Background: an optimization exercise with open tools, aiming at small area and a short achievable clock period. Do not read the settings as production practice. Only the layout flow was run in this run; the RTL was not checked for function there. The clock cells of this run come from the design's own scripts or RTL, not from TritonCTS. No driver is modelled on the clock port, so clock power and skew are understated where the tree is cut down; a real chip needs a root buffer or a tree. No activity file was given, so power comes from the tool's default toggle rates.

<file path="config.mk">
export PLATFORM = sky130hd
export DESIGN_NAME = wb_trace_fifo
export DESIGN_NICKNAME = wb_trace_fifo
export VERILOG_FILES = /design/flow/design.v
export SDC_FILE = /design/flow/constraint.sdc
export NUM_CORES = 4
export LEC_CHECK = 0
export CAP_MARGIN = 20
export CORE_MARGIN = 2
export CORE_UTILIZATION = 60
export CTS_CLUSTER_DIAMETER = 100
export CTS_CLUSTER_SIZE = 25
export PLACE_DENSITY = 0.7
export SETUP_SLACK_MARGIN = 2.3
export SLEW_MARGIN = 20
export SYNTH_HIERARCHICAL = 1
export SYNTH_MINIMUM_KEEP_SIZE = 0
</file>
<file path="constraint.sdc">
create_clock -name core_clock -period 4.5 [get_ports {clk}]
set_input_delay 0.9000 -clock core_clock [delete_from_list [all_inputs] [get_ports {clk}]]
set_output_delay 0.9000 -clock core_clock [all_outputs]
set_load 0.01 [all_outputs]
</file>
<file path="flow/run.sh">
#!/bin/bash
# Own layout flow: the standard ORFS flow, with two changes:
#  - the clock tree is built by flow/mycts.tcl (a two-level balanced tree:
#    the clock port drives 4 root buffers, each root drives a group of leaf
#    buffers, each leaf drives a cluster of ~26 nearby flip-flops) instead of
#    TritonCTS's three-level tree;
#  - ports are buffered with sky130_fd_sc_hd__buf_2 (timing repair resizes
#    them as needed) instead of the delay cell buffer_ports picks by default.
# Synthesis is the standard synthesis, unchanged.
set -euo pipefail
work=$(pwd)
export PRE_CTS_TCL="$work/flow/mycts.tcl"
export MYCTS_CSIZE=26
export MYCTS_NROOT=4
export BUFFER_PORTS_ARGS="-buffer_cell sky130_fd_sc_hd__buf_2"
bash standard.sh synth > "$work/synth.log" 2>&1
bash standard.sh finish > "$work/layout.log" 2>&1
</file>
<file path="standard.sh">
#!/bin/bash
# synth_recipe.tcl (not shown) runs the flow's synth.tcl, then flattens the netlist and writes it again
# the make line also repeats each setting of config.mk as NAME=value (left out here)
make -C /OpenROAD-flow-scripts/flow DESIGN_CONFIG=/design/flow/config.mk WORK_HOME=/design/flow/orfs CLKGATE_MAP_FILE= SYNTH_SCRIPT=/design/flow/synth_recipe.tcl "${@:-finish}"
</file>
<file path="flow/mycts.tcl">
# Clock tree built by hand, sourced as ORFS's PRE_CTS_TCL hook: the clock
# port drives NROOT root buffers, each root drives a group of leaf buffers
# and each leaf buffer drives a cluster of nearby flip-flops. All paths from
# the port to a flip-flop have the same two buffers, so the tree is balanced
# and only shallower than TritonCTS's three-level tree. TritonCTS itself is
# then skipped; the rest of cts.tcl (legalisation, timing repair) runs as is.
set ::mycts_nroot [expr {[info exists ::env(MYCTS_NROOT)] ? $::env(MYCTS_NROOT) : 4}]
set ::mycts_csize [expr {[info exists ::env(MYCTS_CSIZE)] ? $::env(MYCTS_CSIZE) : 24}]
set ::mycts_buf   [expr {[info exists ::env(MYCTS_BUF)] ? $::env(MYCTS_BUF) : "sky130_fd_sc_hd__clkbuf_16"}]
set ::mycts_rbuf  [expr {[info exists ::env(MYCTS_RBUF)] ? $::env(MYCTS_RBUF) : "sky130_fd_sc_hd__clkbuf_16"}]

proc mycts_center {inst} {
  set b [$inst getBBox]
  return [list [expr {([$b xMin] + [$b xMax]) / 2}] [expr {([$b yMin] + [$b yMax]) / 2}]]
}

# Split items (lists whose elements 1 and 2 are x and y) into n groups of
# near-equal size: columns by x, then rows by y within each column.
proc mycts_split {items n} {
  set cnt [llength $items]
  set ncol [expr {max(1, int(round(sqrt($n))))}]
  set nrow [expr {int(ceil(double($n) / $ncol))}]
  set byx [lsort -integer -index 1 $items]
  set groups {}
  set start 0
  for {set c 0} {$c < $ncol} {incr c} {
    set end [expr {int(round(double($cnt) * ($c + 1) / $ncol))}]
    set col [lsort -integer -index 2 [lrange $byx $start [expr {$end - 1}]]]
    set start $end
    set m [llength $col]
    set s 0
    for {set r 0} {$r < $nrow} {incr r} {
      set e [expr {int(round(double($m) * ($r + 1) / $nrow))}]
      if {$e > $s} { lappend groups [lrange $col $s [expr {$e - 1}]] }
      set s $e
    }
  }
  return $groups
}

proc mycts_centroid {group} {
  set sx 0; set sy 0
  foreach it $group { set sx [expr {$sx + [lindex $it 1]}]; set sy [expr {$sy + [lindex $it 2]}] }
  set n [llength $group]
  return [list [expr {$sx / $n}] [expr {$sy / $n}]]
}

proc mycts_build {} {
  set block [ord::get_db_block]
  set db [ord::get_db]
  set clknet [$block findNet clk]
  set bmaster [$db findMaster $::mycts_buf]
  set rmaster [$db findMaster $::mycts_rbuf]
  set sinks {}
  foreach it [$clknet getITerms] {
    set inst [$it getInst]
    set xy [mycts_center $inst]
    lappend sinks [list $it [lindex $xy 0] [lindex $xy 1]]
  }
  set nsink [llength $sinks]
  set nleaf [expr {int(ceil(double($nsink) / $::mycts_csize))}]
  # Make the leaf count a multiple of the root count.
  set nleaf [expr {int(ceil(double($nleaf) / $::mycts_nroot)) * $::mycts_nroot}]
  puts "mycts: $nsink sinks, $nleaf leaf buffers, $::mycts_nroot roots"
  set leaves {}
  set i 0
  foreach group [mycts_split $sinks $nleaf] {
    set c [mycts_centroid $group]
    set inst [odb::dbInst_create $block $bmaster "clkbuf_leaf_$i"]
    $inst setLocation [lindex $c 0] [lindex $c 1]
    $inst setPlacementStatus PLACED
    set net [odb::dbNet_create $block "clknet_leaf_$i"]
    $net setSigType CLOCK
    [$inst findITerm X] connect $net
    foreach it $group { [lindex $it 0] disconnect; [lindex $it 0] connect $net }
    lappend leaves [list $inst [lindex $c 0] [lindex $c 1]]
    incr i
  }
  set i 0
  foreach group [mycts_split $leaves $::mycts_nroot] {
    set c [mycts_centroid $group]
    set inst [odb::dbInst_create $block $rmaster "clkbuf_root_$i"]
    $inst setLocation [lindex $c 0] [lindex $c 1]
    $inst setPlacementStatus PLACED
    set net [odb::dbNet_create $block "clknet_root_$i"]
    $net setSigType CLOCK
    [$inst findITerm X] connect $net
    foreach it $group { [[lindex $it 0] findITerm A] connect $net }
    [$inst findITerm A] connect $clknet
    incr i
  }
  $clknet setSigType CLOCK
}

mycts_build
set_propagated_clock [all_clocks]
rename clock_tree_synthesis mycts_orig_cts
proc clock_tree_synthesis {args} { puts "mycts: TritonCTS skipped, tree built by the PRE_CTS hook" }
</file>
<file path="design.v">
module wb_trace_fifo #(
  parameter int XLEN  = 32,
  parameter int DEPTH = 16,
  parameter int CNT_W = 32
) (
  input  logic                     clk,
  input  logic                     rst_n,
  input  logic                     wb_have_inst,
  input  logic [XLEN-1:0]          wb_pc,
  input  logic                     wb_ena,
  input  logic [4:0]               wb_reg,
  input  logic [XLEN-1:0]          wb_value,
  input  logic [1:0]               trace_mode,
  input  logic                     flush,
  input  logic                     clr_ovf,
  output logic                     out_valid,
  input  logic                     out_ready,
  output logic [CNT_W-1:0]         out_seq,
  output logic [XLEN-1:0]          out_pc,
  output logic                     out_ena,
  output logic [4:0]               out_reg,
  output logic [XLEN-1:0]          out_value,
  output logic [$clog2(DEPTH):0]   level,
  output logic                     overflow,
  output logic [CNT_W-1:0]         drop_cnt,
  output logic [CNT_W-1:0]         retired
);
  localparam int AW = $clog2(DEPTH);
  localparam int EW = CNT_W + XLEN + 1 + 5 + XLEN;
  localparam int SD = DEPTH - 1;           
  logic [EW-1:0] mem [SD];
  logic [EW-1:0] hd;
  logic [EW-1:0] din;
  logic [EW-1:0] rdata;
  logic [SD-1:0] wr_oh;
  logic [SD-1:0] rd_oh;
  logic [SD-1:0] rd_ohn;                   
  logic [SD-1:0] wr_nf;                    
  logic qual, full, pop, push, drop;
  logic nfull;                             
  logic le1;                               
  logic st_push, st_pop;
  always_comb begin
    qual = 1'b0;
    case (trace_mode)
      2'd1:    qual = wb_have_inst;
      2'd2:    qual = wb_have_inst & wb_ena;
      2'd3:    qual = wb_have_inst & wb_ena & (wb_reg != 5'd0);
      default: qual = 1'b0;
    endcase
  end
  assign full = level[AW];
  assign pop  = out_valid & out_ready & ~flush;
  assign push = qual & (~full | pop) & ~flush;
  assign drop = qual & full & ~out_ready & ~flush;
  assign din = {retired, wb_pc, wb_ena, wb_reg, wb_value};
  logic lv_one, lv_mid, lv_ge2;
  assign lv_one  = le1 & out_valid;
  assign lv_ge2  = ~le1;
  assign lv_mid  = ~le1 & ~full;
  assign st_push = qual & ~flush & (lv_mid | (lv_one & ~out_ready) | (full & out_ready));
  assign st_pop  = out_ready & ~flush & lv_ge2;
  logic [AW:0]      lvl_inc, lvl_dec;
  logic             ov_inc, le1_dec;
  logic [CNT_W-1:0] dc_sat, ret_inc;
  wb_trace_fifo_cand #(.AW(AW), .CNT_W(CNT_W)) u_cand (
    .level(level), .drop_cnt(drop_cnt), .retired(retired),
    .lvl_inc(lvl_inc), .lvl_dec(lvl_dec), .ov_inc(ov_inc), .le1_dec(le1_dec),
    .dc_sat(dc_sat), .ret_inc(ret_inc), .wr_oh(wr_oh), .nfull(nfull), .wr_nf(wr_nf)
  );
  logic inc, dec;
  assign inc = qual & ~flush & (~out_valid | (~full & ~out_ready));
  assign dec = out_valid & out_ready & ~flush & ~qual;
  always_ff @(posedge clk or negedge rst_n) begin
    if (!rst_n) begin
      level     <= '0;
      out_valid <= 1'b0;
      le1       <= 1'b1;
      nfull     <= 1'b1;
    end else if (flush) begin
      level     <= '0;
      out_valid <= 1'b0;
      le1       <= 1'b1;
      nfull     <= 1'b1;
    end else if (inc) begin
      level     <= lvl_inc;
      out_valid <= 1'b1;
      le1       <= ~out_valid;
      nfull     <= ~lvl_inc[AW];
    end else if (dec) begin
      level     <= lvl_dec;
      out_valid <= ov_inc;
      le1       <= le1_dec;
      nfull     <= 1'b1;
    end
  end
  always_ff @(posedge clk or negedge rst_n) begin
    if (!rst_n) begin
      wr_oh <= {{(SD-1){1'b0}}, 1'b1};
      rd_oh <= {{(SD-1){1'b0}}, 1'b1};
      rd_ohn <= {{(SD-1){1'b1}}, 1'b0};
    end else if (flush) begin
      wr_oh <= {{(SD-1){1'b0}}, 1'b1};
      rd_oh <= {{(SD-1){1'b0}}, 1'b1};
      rd_ohn <= {{(SD-1){1'b1}}, 1'b0};
    end else begin
      if (st_push) wr_oh <= {wr_oh[SD-2:0], wr_oh[SD-1]};
      if (st_pop) begin
        rd_oh  <= {rd_oh[SD-2:0], rd_oh[SD-1]};
        rd_ohn <= {rd_ohn[SD-2:0], rd_ohn[SD-1]};
      end
    end
  end
  always_ff @(posedge clk) begin
    for (int i = 0; i < SD; i++) begin
      if (wr_nf[i] | (wr_oh[i] & out_ready)) mem[i] <= din;
    end
  end
  logic [EW/2-1:0]    mem_lo [SD];
  logic [EW-EW/2-1:0] mem_hi [SD];
  always_comb begin
    for (int i = 0; i < SD; i++) {mem_hi[i], mem_lo[i]} = mem[i];
  end
  logic [EW/2-1:0]    rd_lo;
  logic [EW-EW/2-1:0] rd_hi;
  always_comb begin
    rd_lo = '0;
    rd_hi = '0;
    for (int i = 0; i < SD; i++) begin
      rd_lo = rd_lo | ({(EW/2){rd_oh[i]}}       & mem_lo[i]);
      rd_hi = rd_hi | ({(EW-EW/2){~rd_ohn[i]}} & mem_hi[i]);
    end
  end
  assign rdata = {rd_hi, rd_lo};
  always_ff @(posedge clk) begin
    if (~out_valid | out_ready) hd <= le1 ? din : rdata;
  end
  assign {out_seq, out_pc, out_ena, out_reg, out_value} = hd;
  always_ff @(posedge clk or negedge rst_n) begin
    if (!rst_n) begin
      retired <= '0;
    end else if (wb_have_inst) begin
      retired <= ret_inc;
    end
  end
  logic [CNT_W-1:0] dc_nodrop, dc_drop;
  assign dc_nodrop = clr_ovf ? '0 : drop_cnt;
  assign dc_drop   = clr_ovf ? {{(CNT_W-1){1'b0}}, 1'b1} : dc_sat;
  always_ff @(posedge clk or negedge rst_n) begin
    if (!rst_n) begin
      overflow <= 1'b0;
      drop_cnt <= '0;
    end else begin
      overflow <= drop | (overflow & ~clr_ovf);
      drop_cnt <= drop ? dc_drop : dc_nodrop;
    end
  end
endmodule
module wb_trace_fifo_cand #(
  parameter int AW    = 4,
  parameter int CNT_W = 32
) (
  input  logic [AW:0]      level,
  input  logic [CNT_W-1:0] drop_cnt,
  input  logic [CNT_W-1:0] retired,
  output logic [AW:0]      lvl_inc,
  output logic [AW:0]      lvl_dec,
  output logic             ov_inc,    
  output logic             le1_dec,   
  output logic [CNT_W-1:0] dc_sat,    
  output logic [CNT_W-1:0] ret_inc,
  input  logic [14:0]      wr_oh,
  input  logic             nfull,
  output logic [14:0]      wr_nf      
);
  assign wr_nf   = wr_oh & {15{nfull}};
  assign lvl_inc = level + 1'b1;
  assign lvl_dec = level - 1'b1;
  assign ov_inc  = (level != {{AW{1'b0}}, 1'b1});
  assign le1_dec = (level <= {{(AW-1){1'b0}}, 2'd2});
  assign dc_sat  = (drop_cnt == '1) ? drop_cnt : drop_cnt + 1'b1;
  assign ret_inc = retired + 1'b1;
endmodule
</file>
==> results.txt <==
## cell families (layout without fill, tap and decap cells)
group,after synthesis,in the layout,share of synthesized area [%]
compound gates,1024,1030,12.1
xor+xnor,61,61,0.822
mux,54,54,0.920
buf+inv,355,626,2.17
fa+ha+maj,6,6,0.116
other cells,0,6,0
simple gates,444,444,3.85
flops,1750,1750,80.0
## layout by cell type, fill, tap and decap left out, drive strengths merged, types with 18 or more instances in the layout
cell	netlist	layout
edfxtp	1632	1632
a22oi	423	423
buf	44	415
a22o	167	167
a221oi	153	153
nand2	131	131
inv	123	129
a21oi	105	105
dfrtp	100	100
nand3	86	86
clkbuf	182	80
nand4	65	65
and4	65	65
a32oi	51	51
a2bb2oi	51	51
o21ai	38	38
xnor2	36	36
mux2i	35	35
xor2	25	25
nor2	25	25
a21o	16	22
and2	21	21
mux2	19	19
dfstp	18	18
## critical path, stage by stage
cell	delay (ns)
buf_4	0.43
a21o_4	0.84
buf_12	0.35
## sequential cells by signal, indices dropped and copies added, names as in the netlist
name and count:
mem 1530, hd 102, drop_cnt 32, retired 32, rd_oh 15, rd_ohn 15
wr_oh 15, level 5, le1 1, nfull 1, out_valid 1, overflow 1
## cell type report
cell class	instances	area (sq um)
diodes	6	15.0
plain buffers	76	1900
fillers	7140	35700
inverters	129	537
multi-input cells	1595	11900
flip-flops and latches	1750	52100
well taps	1403	1760
repair buffers	421	3220
## how the worst max path moves through the flow
stage | end | slack (ns)
after floorplan | wr_oh[10] | 1.76
after global placement | drop_cnt[19] | 1.41
after detailed placement | drop_cnt[15] | 1.39
after CTS | mem[11][79] | 2.12
after global routing | mem[13][91] | 2.10
final | mem[13][91] | 2.11
## repair_timing
action | 4_1_cts | 5_1_grt
setup buffers | 47 | 38
cloned | 7 | 3
pin swaps | 8 | 3
endpoints found under the setup margin | 1005 | 700
gates resized for setup | 116 | 43
## stage by stage
step / std cells / utilization [%]
final: 5380 / 66.7
after global routing: 5379 / 66.7
after CTS: 5333 / 66.1
after detailed placement: 5203 / 63.6
after global placement: 5203 / 63.5
after floorplan: 3694 / -
## metal layers
metal,track usage [%],vias to the layer above,routed length (microns)
li1,-,15600,-
met3,5.23,271,20600
met2,49.3,2413,83000
met1,45.0,19500,67200
met5,0,-,54
met4,7.26,10,4900
## power breakdown
part	switching, uW	internal [uW]
logic	1150	596
clock network	4520	2990
registers	285	18400
total	5960	22000
==> impl_metrics.py <==
metrics = {
    "outcome": {
        "status": "timing/DRC/antenna clean",
    },
    "worst_setup_path": {
        "cp_max_fo": 44,
        "r2r_end": "mem[13][91]",
        "critPathCaptureType": "flop",
        "r2r_start": "nfull",
        "startpoint_type": "input pin",
        "r2r_cells": 3,
        "critical_path_arrival_ns": 2.61,
        "rrSetupSlack_ns": 2.16,
        "worst-setup-path-type": "input pin to flop",
        "required_ns": 4.72,
        "critical_path.startpoint": "out_ready",
    },
    "clock_network": {
        "hold_buffers": 0,
        "clk_pin_slew_ns": 0.11,
        "worstSkewPairLatency_ns": 0.54,
    },
    "grt": {
        "grt-ovfl-total": 0,
        "grt_pass1_wl_mm": 250,
        "grt_util_all_layers_pct": 30.8,
        "antenna_found_initial": 13,
        "grt_pass1_vias": 36000,
        "grt_max_degree": 87,
    },
    "floorplan": {
        "rows": 120,
        "start_util_pct": 60.6,
        "core-area_sq_um": 107000,
        "die_area_sq_um": 111000,
        "die_w_microns": 333,
        "die_h_microns": 333,
        "pin_count": 251,
    },
    "synth": {
        "synthFlopType": "edfxtp_1",
        "synth.avg_cell_area_sq_um": 17.6,
        "yosys.area.top_type_share_pct": 75.4,
        "synth_nets": 3778,
        "synth.most_common_cell": "edfxtp_1",
        "synth-seq-cells": 1750,
        "yosys-top-cells-count": "edfxtp_1, a22oi_1, clkbuf_1, a22o_1, a221oi_1",
        "syn_inst": 3694,
        "netlist-cell-type-count": 62,
        "synth_area_leaders": "edfxtp_1, a22oi_1, dfrtp_1",
        "yosys_warnings": 10,
        "seq_area_frac_synth_pct": 80.0,
        "yosys.area.top_type": "edfxtp_1",
        "synth_edf_count": 1632,
        "async_reset_ff_share_pct": 6.74,
        "mappedNetlistArea_sq_um": 65000,
    },
    "power_and_ir_drop": {
        "p_total_uw": 28000,
        "peakVddDrop_uv": 409,
        "leakage_uw": 0.0236,
        "power_density_nw_per_um2": 391,
    },
    "drt": {
        "via_count": 37800,
        "wl_mm": 176,
        "routed_via_density": 7.02,
        "drtAntennaViolNets": 0,
        "drc": 0,
        "drtPass1Iterations": 5,
        "wire_per_inst_microns": 32.7,
        "drt_iter0_drc": 5023,
    },
    "placement": {
        "port_buffers": 250,
        "detailedPlacementHpwl_mm": 86.7,
        "gp_congestion": 0.815,
        "postPlaceCellArea_sq_um": 68100,
        "place_ws_ns": 1.39,
    },
    "finish": {
        "drive_gt1_share_pct": 16.6,
        "syn2layout_area_growth_pct": 9.98,
        "fin_area_sq_um": 71500,
        "layout.nets": 4057,
    },
    "sta": {
        "hold_viol": 0,
        "fmax_mhz": 418,
        "tns_ns": 0,
        "setup_viol": 0,
        "layout_setup_ws_ns": 2.11,
        "rsz0062_at_grt": "true",
        "fin_skew_ns": 0.0310,
        "report.final.slew_viol_count": 0,
        "relSlewSlack_pct": 33.7,
        "finalCriticalPeriod_ns": 2.39,
        "layout_worst_path_cycle_share_pct": 53.1,
        "whs_ns": 0.404,
        "worst_slew_pin_slew_ns": 0.993,
    },
    "flow_run": {
        "cap_violations": 0,
    },
    "hold_path": {
        "hold_class": "input pin to asynchronous set/reset pin",
    },
}

## afterwards: timing with drivers on the ports
No port has a modelled driver above. Below, the same layout with a new extraction and two added sets of constraints.
Step 1, drivers: a clkbuf_16 drives clk and a buf_2 each remaining input, both assumed.
Step 2, shift: input delay + t, output delay - t, t = (earliest + latest rising clock arrival at the registers) / 2. This alone moves slack from input paths to output paths.
Slacks: no drivers / after step 1 / after step 2; pairs: no drivers / after step 1.
shift t [ns]: 0.691
setup WS [ns]: 2.110 / 2.152 / 1.541
worst hold slack (ns): 0.404 / 0.282 / 0.482
cell pins on the clock port's net: 4
After both steps this run still meets setup and hold. For this run, drivers alone change the setup slack by +0.042 ns; drivers and shift together by -0.569 ns.
